This design comes from an exercise in tuning for small area, a short achievable clock period and few clock cycles per item on the open sky130 flow, not from production work.
Function was checked by simulation only, so behaviour that the tests miss may differ from the original.
Power is estimated from default activity; no workload was simulated.

**flow/config.mk**
```make
export PLATFORM = sky130hd
export DESIGN_NAME = modular_exponentiation
export DESIGN_NICKNAME = modular_exponentiation
export VERILOG_FILES = /design/flow/design.v
export SDC_FILE = /design/flow/constraint.sdc
export NUM_CORES = 4
export LEC_CHECK = 0
export CAP_MARGIN = 20
export CORE_MARGIN = 2
export CORE_UTILIZATION = 40
export SLEW_MARGIN = 20
```
**flow/constraint.sdc**
```tcl
create_clock -name core_clock -period 10.0 [get_ports {clk}]
set_input_delay 2.0000 -clock core_clock [delete_from_list [all_inputs] [get_ports {clk}]]
set_output_delay 2.0000 -clock core_clock [all_outputs]
set_load 0.01 [all_outputs]
```
**flow/design.v**
```verilog
`default_nettype none
package mexp_pkg;
  localparam int FIELD_W     = 62;
  localparam int IN_TDATA_W  = 192;
  localparam int OUT_TDATA_W = 64;
  localparam int PC_W        = 4;
  typedef logic [PC_W-1:0] pc_t;
  localparam pc_t STEP_IDLE     = 4'd0;
  localparam pc_t STEP_CHK_EXP  = 4'd1;
  localparam pc_t STEP_CHK_MOD  = 4'd2;
  localparam pc_t STEP_MOD      = 4'd3;
  localparam pc_t STEP_MOD_DONE = 4'd4;
  localparam pc_t STEP_LOOP     = 4'd5;
  localparam pc_t STEP_SETUP_A  = 4'd6;
  localparam pc_t STEP_MUL_A    = 4'd7;
  localparam pc_t STEP_STORE_A  = 4'd8;
  localparam pc_t STEP_SETUP_B  = 4'd9;
  localparam pc_t STEP_MUL_B    = 4'd10;
  localparam pc_t STEP_STORE_B  = 4'd11;
  localparam pc_t STEP_EMIT     = 4'd12;
  localparam pc_t STEP_RETURN   = 4'd13;
  typedef logic [3:0] op_t;
  localparam op_t OP_NOP = 4'd0;
  localparam op_t OP_LOAD = 4'd1;
  localparam op_t OP_SET_ONE = 4'd2;
  localparam op_t OP_CLR_ACC = 4'd3;
  localparam op_t OP_MOD_STEP = 4'd4;
  localparam op_t OP_MOD_DONE = 4'd5;
  localparam op_t OP_SETUP_A = 4'd6;
  localparam op_t OP_MUL_STEP = 4'd7;
  localparam op_t OP_STORE_A = 4'd8;
  localparam op_t OP_SETUP_B = 4'd9;
  localparam op_t OP_STORE_B = 4'd10;
  localparam op_t OP_EMIT = 4'd11;
  typedef logic [3:0] cond_t;
  localparam cond_t C_ALWAYS = 4'd0;
  localparam cond_t C_NO_INPUT = 4'd1;
  localparam cond_t C_EXP_ZERO = 4'd2;
  localparam cond_t C_MOD_ZERO = 4'd3;
  localparam cond_t C_CNT_MORE = 4'd4;
  localparam cond_t C_EBIT_CLEAR = 4'd5;
  localparam cond_t C_MUL_MORE = 4'd6;
  localparam cond_t C_EXP_MORE = 4'd7;
  localparam cond_t C_OUT_BUSY = 4'd8;
  typedef struct packed {
    op_t   op;
    cond_t cond;
    pc_t   target;
  } ctrl_t;
endpackage
`default_nettype wire
`default_nettype none
module mexp_add_mod #(
  parameter int WIDTH = 62
) (
  input  wire logic [WIDTH-1:0] x,
  input  wire logic [WIDTH-1:0] y,
  input  wire logic [WIDTH-1:0] m,
  output logic      [WIDTH-1:0] s
);
  logic [WIDTH:0] sum;
  logic [WIDTH:0] diff;
  always_comb begin
    sum  = {1'b0, x} + {1'b0, y};
    diff = sum - {1'b0, m};
    if (sum >= {1'b0, m}) begin
      s = diff[WIDTH-1:0];
    end else begin
      s = sum[WIDTH-1:0];
    end
  end
endmodule
`default_nettype wire
`default_nettype none
module modular_exponentiation #(
  parameter int WIDTH = 62
) (
  input  wire logic                                 clk,
  input  wire logic                                 rst_n,
  input  wire logic                                 in_tvalid,
  output logic                                      in_tready,
  input  wire logic [mexp_pkg::IN_TDATA_W-1:0]      in_tdata,
  output logic                                      out_tvalid,
  input  wire logic                                 out_tready,
  output logic      [mexp_pkg::OUT_TDATA_W-1:0]     out_tdata
);
  localparam int CNT_W = $clog2(WIDTH + 1);
  localparam int FW    = mexp_pkg::FIELD_W;
  mexp_pkg::pc_t   pc_r, pc_nxt;
  mexp_pkg::ctrl_t cw;
  logic            take;
  logic [WIDTH-1:0] m_r, m_nxt;
  logic [WIDTH-1:0] e_r, e_nxt;
  logic [WIDTH-1:0] b_r, b_nxt;
  logic [WIDTH-1:0] a_r, a_nxt;
  logic [WIDTH-1:0] mx_r, mx_nxt;
  logic [WIDTH-1:0] my_r, my_nxt;
  logic [WIDTH-1:0] mp_r, mp_nxt;
  logic [WIDTH-1:0] rem_r, rem_nxt;
  logic [CNT_W-1:0] cnt_r, cnt_nxt;
  logic             out_valid_r, out_valid_nxt;
  logic [WIDTH-1:0] out_data_r, out_data_nxt;
  logic [WIDTH-1:0] sum_red;
  logic [WIDTH-1:0] dbl_red;
  logic [WIDTH:0]   rem_dbl;
  logic [WIDTH:0]   rem_sub;
  logic [WIDTH-1:0] rem_red;
  logic [WIDTH-1:0] acc_red;
  logic             out_busy;
  assign out_busy  = out_valid_r && !out_tready;
  assign in_tready = (pc_r == mexp_pkg::STEP_IDLE);
  assign out_tvalid = out_valid_r;
  assign out_tdata  = mexp_pkg::OUT_TDATA_W'(out_data_r);
  mexp_add_mod #(.WIDTH(WIDTH)) u_add_acc (
    .x (mp_r),
    .y (mx_r),
    .m (m_r),
    .s (sum_red)
  );
  mexp_add_mod #(.WIDTH(WIDTH)) u_add_dbl (
    .x (mx_r),
    .y (mx_r),
    .m (m_r),
    .s (dbl_red)
  );
  always_comb begin
    case (pc_r)
      mexp_pkg::STEP_IDLE:       cw = {mexp_pkg::OP_LOAD, mexp_pkg::C_NO_INPUT, mexp_pkg::STEP_IDLE};
      mexp_pkg::STEP_CHK_EXP:    cw = {mexp_pkg::OP_SET_ONE, mexp_pkg::C_EXP_ZERO, mexp_pkg::STEP_EMIT};
      mexp_pkg::STEP_CHK_MOD:    cw = {mexp_pkg::OP_CLR_ACC, mexp_pkg::C_MOD_ZERO, mexp_pkg::STEP_EMIT};
      mexp_pkg::STEP_MOD:        cw = {mexp_pkg::OP_MOD_STEP, mexp_pkg::C_CNT_MORE, mexp_pkg::STEP_MOD};
      mexp_pkg::STEP_MOD_DONE:   cw = {mexp_pkg::OP_MOD_DONE, mexp_pkg::C_ALWAYS, mexp_pkg::STEP_LOOP};
      mexp_pkg::STEP_LOOP:       cw = {mexp_pkg::OP_NOP, mexp_pkg::C_EBIT_CLEAR, mexp_pkg::STEP_SETUP_B};
      mexp_pkg::STEP_SETUP_A:    cw = {mexp_pkg::OP_SETUP_A, mexp_pkg::C_ALWAYS, mexp_pkg::STEP_MUL_A};
      mexp_pkg::STEP_MUL_A:      cw = {mexp_pkg::OP_MUL_STEP, mexp_pkg::C_MUL_MORE, mexp_pkg::STEP_MUL_A};
      mexp_pkg::STEP_STORE_A:    cw = {mexp_pkg::OP_STORE_A, mexp_pkg::C_ALWAYS, mexp_pkg::STEP_SETUP_B};
      mexp_pkg::STEP_SETUP_B:    cw = {mexp_pkg::OP_SETUP_B, mexp_pkg::C_ALWAYS, mexp_pkg::STEP_MUL_B};
      mexp_pkg::STEP_MUL_B:      cw = {mexp_pkg::OP_MUL_STEP, mexp_pkg::C_MUL_MORE, mexp_pkg::STEP_MUL_B};
      mexp_pkg::STEP_STORE_B:    cw = {mexp_pkg::OP_STORE_B, mexp_pkg::C_EXP_MORE, mexp_pkg::STEP_LOOP};
      mexp_pkg::STEP_EMIT:       cw = {mexp_pkg::OP_EMIT, mexp_pkg::C_OUT_BUSY, mexp_pkg::STEP_EMIT};
      mexp_pkg::STEP_RETURN:     cw = {mexp_pkg::OP_NOP, mexp_pkg::C_ALWAYS, mexp_pkg::STEP_IDLE};
      default:                   cw = {mexp_pkg::OP_NOP, mexp_pkg::C_ALWAYS, mexp_pkg::STEP_IDLE};
    endcase
  end
  always_comb begin
    rem_dbl = {rem_r, b_r[WIDTH-1]};
    rem_sub = rem_dbl - {1'b0, m_r};
    if (rem_dbl >= {1'b0, m_r}) begin
      rem_red = rem_sub[WIDTH-1:0];
    end else begin
      rem_red = rem_dbl[WIDTH-1:0];
    end
    if (a_r >= m_r) begin
      acc_red = a_r - m_r;
    end else begin
      acc_red = a_r;
    end
  end
  always_comb begin
    case (cw.cond)
      mexp_pkg::C_ALWAYS:     take = 1'b1;
      mexp_pkg::C_NO_INPUT:   take = !in_tvalid;
      mexp_pkg::C_EXP_ZERO:   take = (e_r == '0);
      mexp_pkg::C_MOD_ZERO:   take = (m_r == '0);
      mexp_pkg::C_CNT_MORE:   take = (cnt_r != CNT_W'(1));
      mexp_pkg::C_EBIT_CLEAR: take = !e_r[0];
      mexp_pkg::C_MUL_MORE:   take = (my_r[WIDTH-1:1] != '0);
      mexp_pkg::C_EXP_MORE:   take = (e_r[WIDTH-1:1] != '0);
      mexp_pkg::C_OUT_BUSY:   take = out_busy;
      default:                take = 1'b0;
    endcase
    if (take) begin
      pc_nxt = cw.target;
    end else begin
      pc_nxt = pc_r + mexp_pkg::PC_W'(1);
    end
  end
  always_comb begin
    m_nxt         = m_r;
    e_nxt         = e_r;
    b_nxt         = b_r;
    a_nxt         = a_r;
    mx_nxt        = mx_r;
    my_nxt        = my_r;
    mp_nxt        = mp_r;
    rem_nxt       = rem_r;
    cnt_nxt       = cnt_r;
    out_valid_nxt = out_valid_r && !out_tready;
    out_data_nxt  = out_data_r;
    case (cw.op)
      mexp_pkg::OP_LOAD: begin
        if (in_tvalid) begin
          b_nxt   = in_tdata[WIDTH-1:0];
          e_nxt   = in_tdata[FW+WIDTH-1:FW];
          m_nxt   = in_tdata[2*FW+WIDTH-1:2*FW];
          rem_nxt = '0;
          cnt_nxt = CNT_W'(WIDTH);
        end
      end
      mexp_pkg::OP_SET_ONE: begin
        a_nxt = WIDTH'(1);
      end
      mexp_pkg::OP_CLR_ACC: begin
        a_nxt = '0;
      end
      mexp_pkg::OP_MOD_STEP: begin
        rem_nxt = rem_red;
        b_nxt   = {b_r[WIDTH-2:0], 1'b0};
        cnt_nxt = cnt_r - CNT_W'(1);
      end
      mexp_pkg::OP_MOD_DONE: begin
        b_nxt = rem_r;
        a_nxt = WIDTH'(1);
      end
      mexp_pkg::OP_SETUP_A: begin
        mx_nxt = acc_red;
        my_nxt = b_r;
        mp_nxt = '0;
      end
      mexp_pkg::OP_MUL_STEP: begin
        if (my_r[0]) begin
          mp_nxt = sum_red;
        end
        mx_nxt = dbl_red;
        my_nxt = {1'b0, my_r[WIDTH-1:1]};
      end
      mexp_pkg::OP_STORE_A: begin
        a_nxt = mp_r;
      end
      mexp_pkg::OP_SETUP_B: begin
        mx_nxt = b_r;
        my_nxt = b_r;
        mp_nxt = '0;
      end
      mexp_pkg::OP_STORE_B: begin
        b_nxt = mp_r;
        e_nxt = {1'b0, e_r[WIDTH-1:1]};
      end
      mexp_pkg::OP_EMIT: begin
        if (!out_busy) begin
          out_valid_nxt = 1'b1;
          out_data_nxt  = a_r;
        end
      end
      default: begin
      end
    endcase
  end
  always_ff @(posedge clk) begin
    if (!rst_n) begin
      pc_r        <= mexp_pkg::STEP_IDLE;
      out_valid_r <= 1'b0;
    end else begin
      pc_r        <= pc_nxt;
      out_valid_r <= out_valid_nxt;
    end
  end
  always_ff @(posedge clk) begin
    m_r        <= m_nxt;
    e_r        <= e_nxt;
    b_r        <= b_nxt;
    a_r        <= a_nxt;
    mx_r       <= mx_nxt;
    my_r       <= my_nxt;
    mp_r       <= mp_nxt;
    rem_r      <= rem_nxt;
    cnt_r      <= cnt_nxt;
    out_data_r <= out_data_nxt;
  end
endmodule
`default_nettype wire
```
**flow/run.sh**
```bash
#!/bin/bash
# synth_recipe.tcl (not shown) runs the flow's synth.tcl, then flattens the netlist and writes it again
# the make line also repeats each setting of config.mk as NAME=value (left out here)
make -C /OpenROAD-flow-scripts/flow DESIGN_CONFIG=/design/flow/config.mk WORK_HOME=/design/flow/orfs CLKGATE_MAP_FILE= SYNTH_SCRIPT=/design/flow/synth_recipe.tcl finish
```
==> impl_metrics.csv <==
group,metric,value,unit
clock_tree,cts_num_sinks,581,
worst_setup_path,cp_max_fo,56,
placed_design,dpl.hpwl,131000,um
die,initial_core_util,0.403,
routing,wirelength,163000,um
timing,maxSlewHeadroom,0.300,
placed_design,finalWeightedCongestion,0.947,
synthesis,synth_warnings,2,
global_routing,grt_pass1_vias,35757,
routing,drt-wirelength-per-cell,25.8,um
global_routing,grt_max_degree,79,
clock_tree,clock_path_buffers,3,
clock_tree,insertion_delay,0.69,ns
timing,period_minus_slack,7.73,ns
clock_tree,cts-htree-levels,3,
power,worst_ir_drop_vdd,216,uV
synthesis,avgSynthCellArea,9.35,um2
routing,first_iter_violations,5173,
clock_tree,post-cts-setup-buffers,0,
power,leakagePower,19.9,nW
die,die_h,335,um
global_routing,antenna_found_initial,0,
worst_setup_path,critPathMaxStageDelay,0.73,ns
routing,vias,38270,
synthesis,syn_inst,4689,
worst_setup_path,crit-reg2reg-launch,"mp_r[0]$_SDFFCE_PP0P_",
die,core,109000,um2
die,rows,121,
global_routing,overflow,0,
routing,drc_errors,0,
global_routing,grt_pass1_wl,235000,um
worst_setup_path,worstPathArrival,8.16,ns
routing,ant_nets,0,
timing,hold_viol_final,0,
worst_setup_path,worstSetupPathType,"reg2reg",
synthesis,synth.distinct_cells,87,
timing,tightestPinTransition,1.05,ns
worst_hold_path,holdCritStartpoint,"a_r[3]$_DFFE_PP_",
synthesis,synth_top_area_cell,"edfxtp_1",
synthesis,synth_area_leaders,"edfxtp_1 (39%), ha_1 (9.1%), nand2_1 (5.2%), a21oi_1 (4.6%), a21o_1 (3.6%)",
timing,rsz0062_at_grt,"no",
synthesis,synth_edf_count,564,
worst_setup_path,cp_slowest_cell,"buf_4",
worst_setup_path,start_kind,"register",
clock_tree,root_buffer,"clkbuf_16",
synthesis,syn_area,43800,um2
global_routing,grt_usage,0.283,
synthesis,ys_ff_latch,581,
die,dieArea,112000,um2
job,maxCapViolCount,0,
placed_design,placed_cells,6187,
timing,fin_hold_ws,0.492,ns
worst_setup_path,rr_worst_depth,25,
synthesis,synth_commonest_cells,"nand2_1 (602), edfxtp_1 (564), a21oi_1 (401)",
finish,drive_above_1_share,0.0601,
worst_hold_path,hold_depth,0,
timing,finalSetupViolations,0,
timing,tns,0,ns
synthesis,yosysTopAreaCellShare,0.386,
synthesis,ys.flop_type,"edfxtp_1",
finish,syn2layout_area_growth,14.6,%
worst_setup_path,cp-end-kind,"register",
clock_tree,ctsHoldBuffers,0,
die,die_w,335,um
routing,first_pass_iters,10,
die,ios,262,
finish,finalNetCount,5370,
placed_design,io_buffer_count,253,
clock_tree,numCtsBuffers,74,
worst_setup_path,critPathMostFrequentCell,"o21ai_0",
clock_tree,cts_resized,0,
run_status,status,"no timing/DRC/antenna violations",
worst_setup_path,critPathLaunch,"mp_r[0]$_SDFFCE_PP0P_",
clock_tree,path_clk_slew,0.06,ns
synthesis,async_flop_share,0,
power,power_density,405,nW/um2
finish,final_cells,6321,
timing,final.setup_skew,0.0314,ns
power,finalPower,20.4,mW
worst_hold_path,hold_class,"reg2reg",
timing,maxSlewViolCount,0,
timing,timing.fmax,129,MHz
synthesis,yosysMostFrequentCell,"nand2_1",
routing,vias_per_cell,6.05,
worst_setup_path,cp.required,10.42,ns
clock_tree,cts_tree,"yes",
timing,finalCritPeriodShare,0.773,
synthesis,ys_seq_area_frac,0.394,
-- routing by layer --
metal,vias to the layer above,part of all wire,wire length [um],global-route usage
met4,0,0.035,5720,0.0969
li1,17976,-,-,-
met2,1817,0.41,67300,0.410
met5,-,0,0,0
met1,18285,0.46,74300,0.423
met3,192,0.096,15600,0.0464
-- worst max-delay path: cells and delay by family (launching register included) --
kind | cells | cell delay, ns
AND/OR/NAND/NOR | 6 | 1.22
AO/OA/AOI/OAI | 13 | 3.60
adder cells (fa/ha/maj) | 3 | 1.02
flip-flops | 1 | 0.44
buffers and inverters | 2 | 0.80
XOR/XNOR | 1 | 0.28
-- metrics by stage --
step	setup WS, ns	instance area (um2)	utilization
global route	1.86	50200	0.462
global placement	2.42	47800	0.439
floorplan	4.18	43800	-
finish	2.27	50200	0.462
CTS	2.21	50200	0.462
detailed placement	2.25	47800	0.439
-- logic make-up after synthesis --
| family | share of synthesized area |
|---|---|
| mux | 0.0532 |
| flops | 0.394 |
| other cells | 0.0000855 |
| simple gates | 0.162 |
| compound gates | 0.207 |
| buf+inv | 0.0358 |
| xor+xnor | 0.0543 |
| fa+ha+maj | 0.0936 |
-- final timing paths --
path         slack [ns]                       to
max reg2reg        2.27   mp_r[22]$_SDFFCE_PP0P_
max                2.27   mp_r[22]$_SDFFCE_PP0P_
min                0.49  out_data_r[3]$_DFFE_PP_
min reg2reg        0.49  out_data_r[3]$_DFFE_PP_
-- registers in the layout (all words and copies together), names as in the netlist --
name	cells
out_valid_r	1
mx_r	62
my_r	62
out_data_r	62
rem_r	62
mp_r	62
a_r	62
cnt_r	6
b_r	62
pc_r	4
e_r	62
cw	12
m_r	62
-- report_power, final --
| group | internal, mW | switching, mW | total, mW |
|---|---|---|---|
| combinational | 4.91 | 7.93 | 12.8 |
| clock | 1.54 | 1.19 | 2.73 |
| sequential | 3.99 | 0.804 | 4.79 |
-- area by class of cell --
type | count | area, um2
Clock inverter | 48 | 542
Sequential cell | 581 | 17300
Tap cell | 1414 | 1770
Clock buffer | 85 | 1890
Multi-Input combinational cell | 3705 | 25200
Timing Repair Buffer | 302 | 2900
Inverter | 185 | 694
Fill cell | 10369 | 58600
Antenna cell | 1 | 2.50
-- cell usage in the layout, fill, tap and decap left out, types with 18 or more instances in the layout --
cell	instances
xor2_1	94
nand4_1	93
o21bai_1	71
a21o_1	209
edfxtp_1	564
a211oi_1	40
and2_1	80
nor2b_1	42
inv_1	184
nand2_1	599
a21oi_1	400
o31ai_1	23
mux2i_1	151
xnor2_1	178
a31oi_1	30
a21boi_0	18
o21ai_0	215
mux2_2	73
or3_1	18
clkdlybuf4s50_1	253
o211ai_1	41
ha_1	320
nand3_1	85
nor3_1	69
a222oi_1	74
and3_1	39
o21a_1	36
nand2b_1	41
buf_4	49
clkbuf_16	74
nor2_1	321
o221ai_1	28
nor4_1	56
Testbench counts, summed over its fixed seeds: cycles 1,118,836, items 192.

-- static timing again, ports no longer ideal --
How much do the figures lean on ideal ports? The routed layout below was timed once more, with nothing changed but the port constraints. Step 1 sets driving cells, clkbuf_16 on the clock port and buf_2 on the other inputs (assumed; they add their load-dependent delay and slew). Step 2 moves the port delays by t, midway between the first and last clock arrival at a register: inputs arrive t later, outputs are due t later. That takes back most of the time a late clock gives input paths. a / b / c = ideal / step 1 / step 2; a / b = the first two.
shift t [ns]: 0.751
setup WS [ns]: 2.266 / 2.266 / 2.266
hold slack, ns: 0.492 / 0.492 / 0.492
After both steps this run still meets setup and hold. For this run, drivers alone change the setup slack by 0.000 ns; drivers and shift together by 0.000 ns.
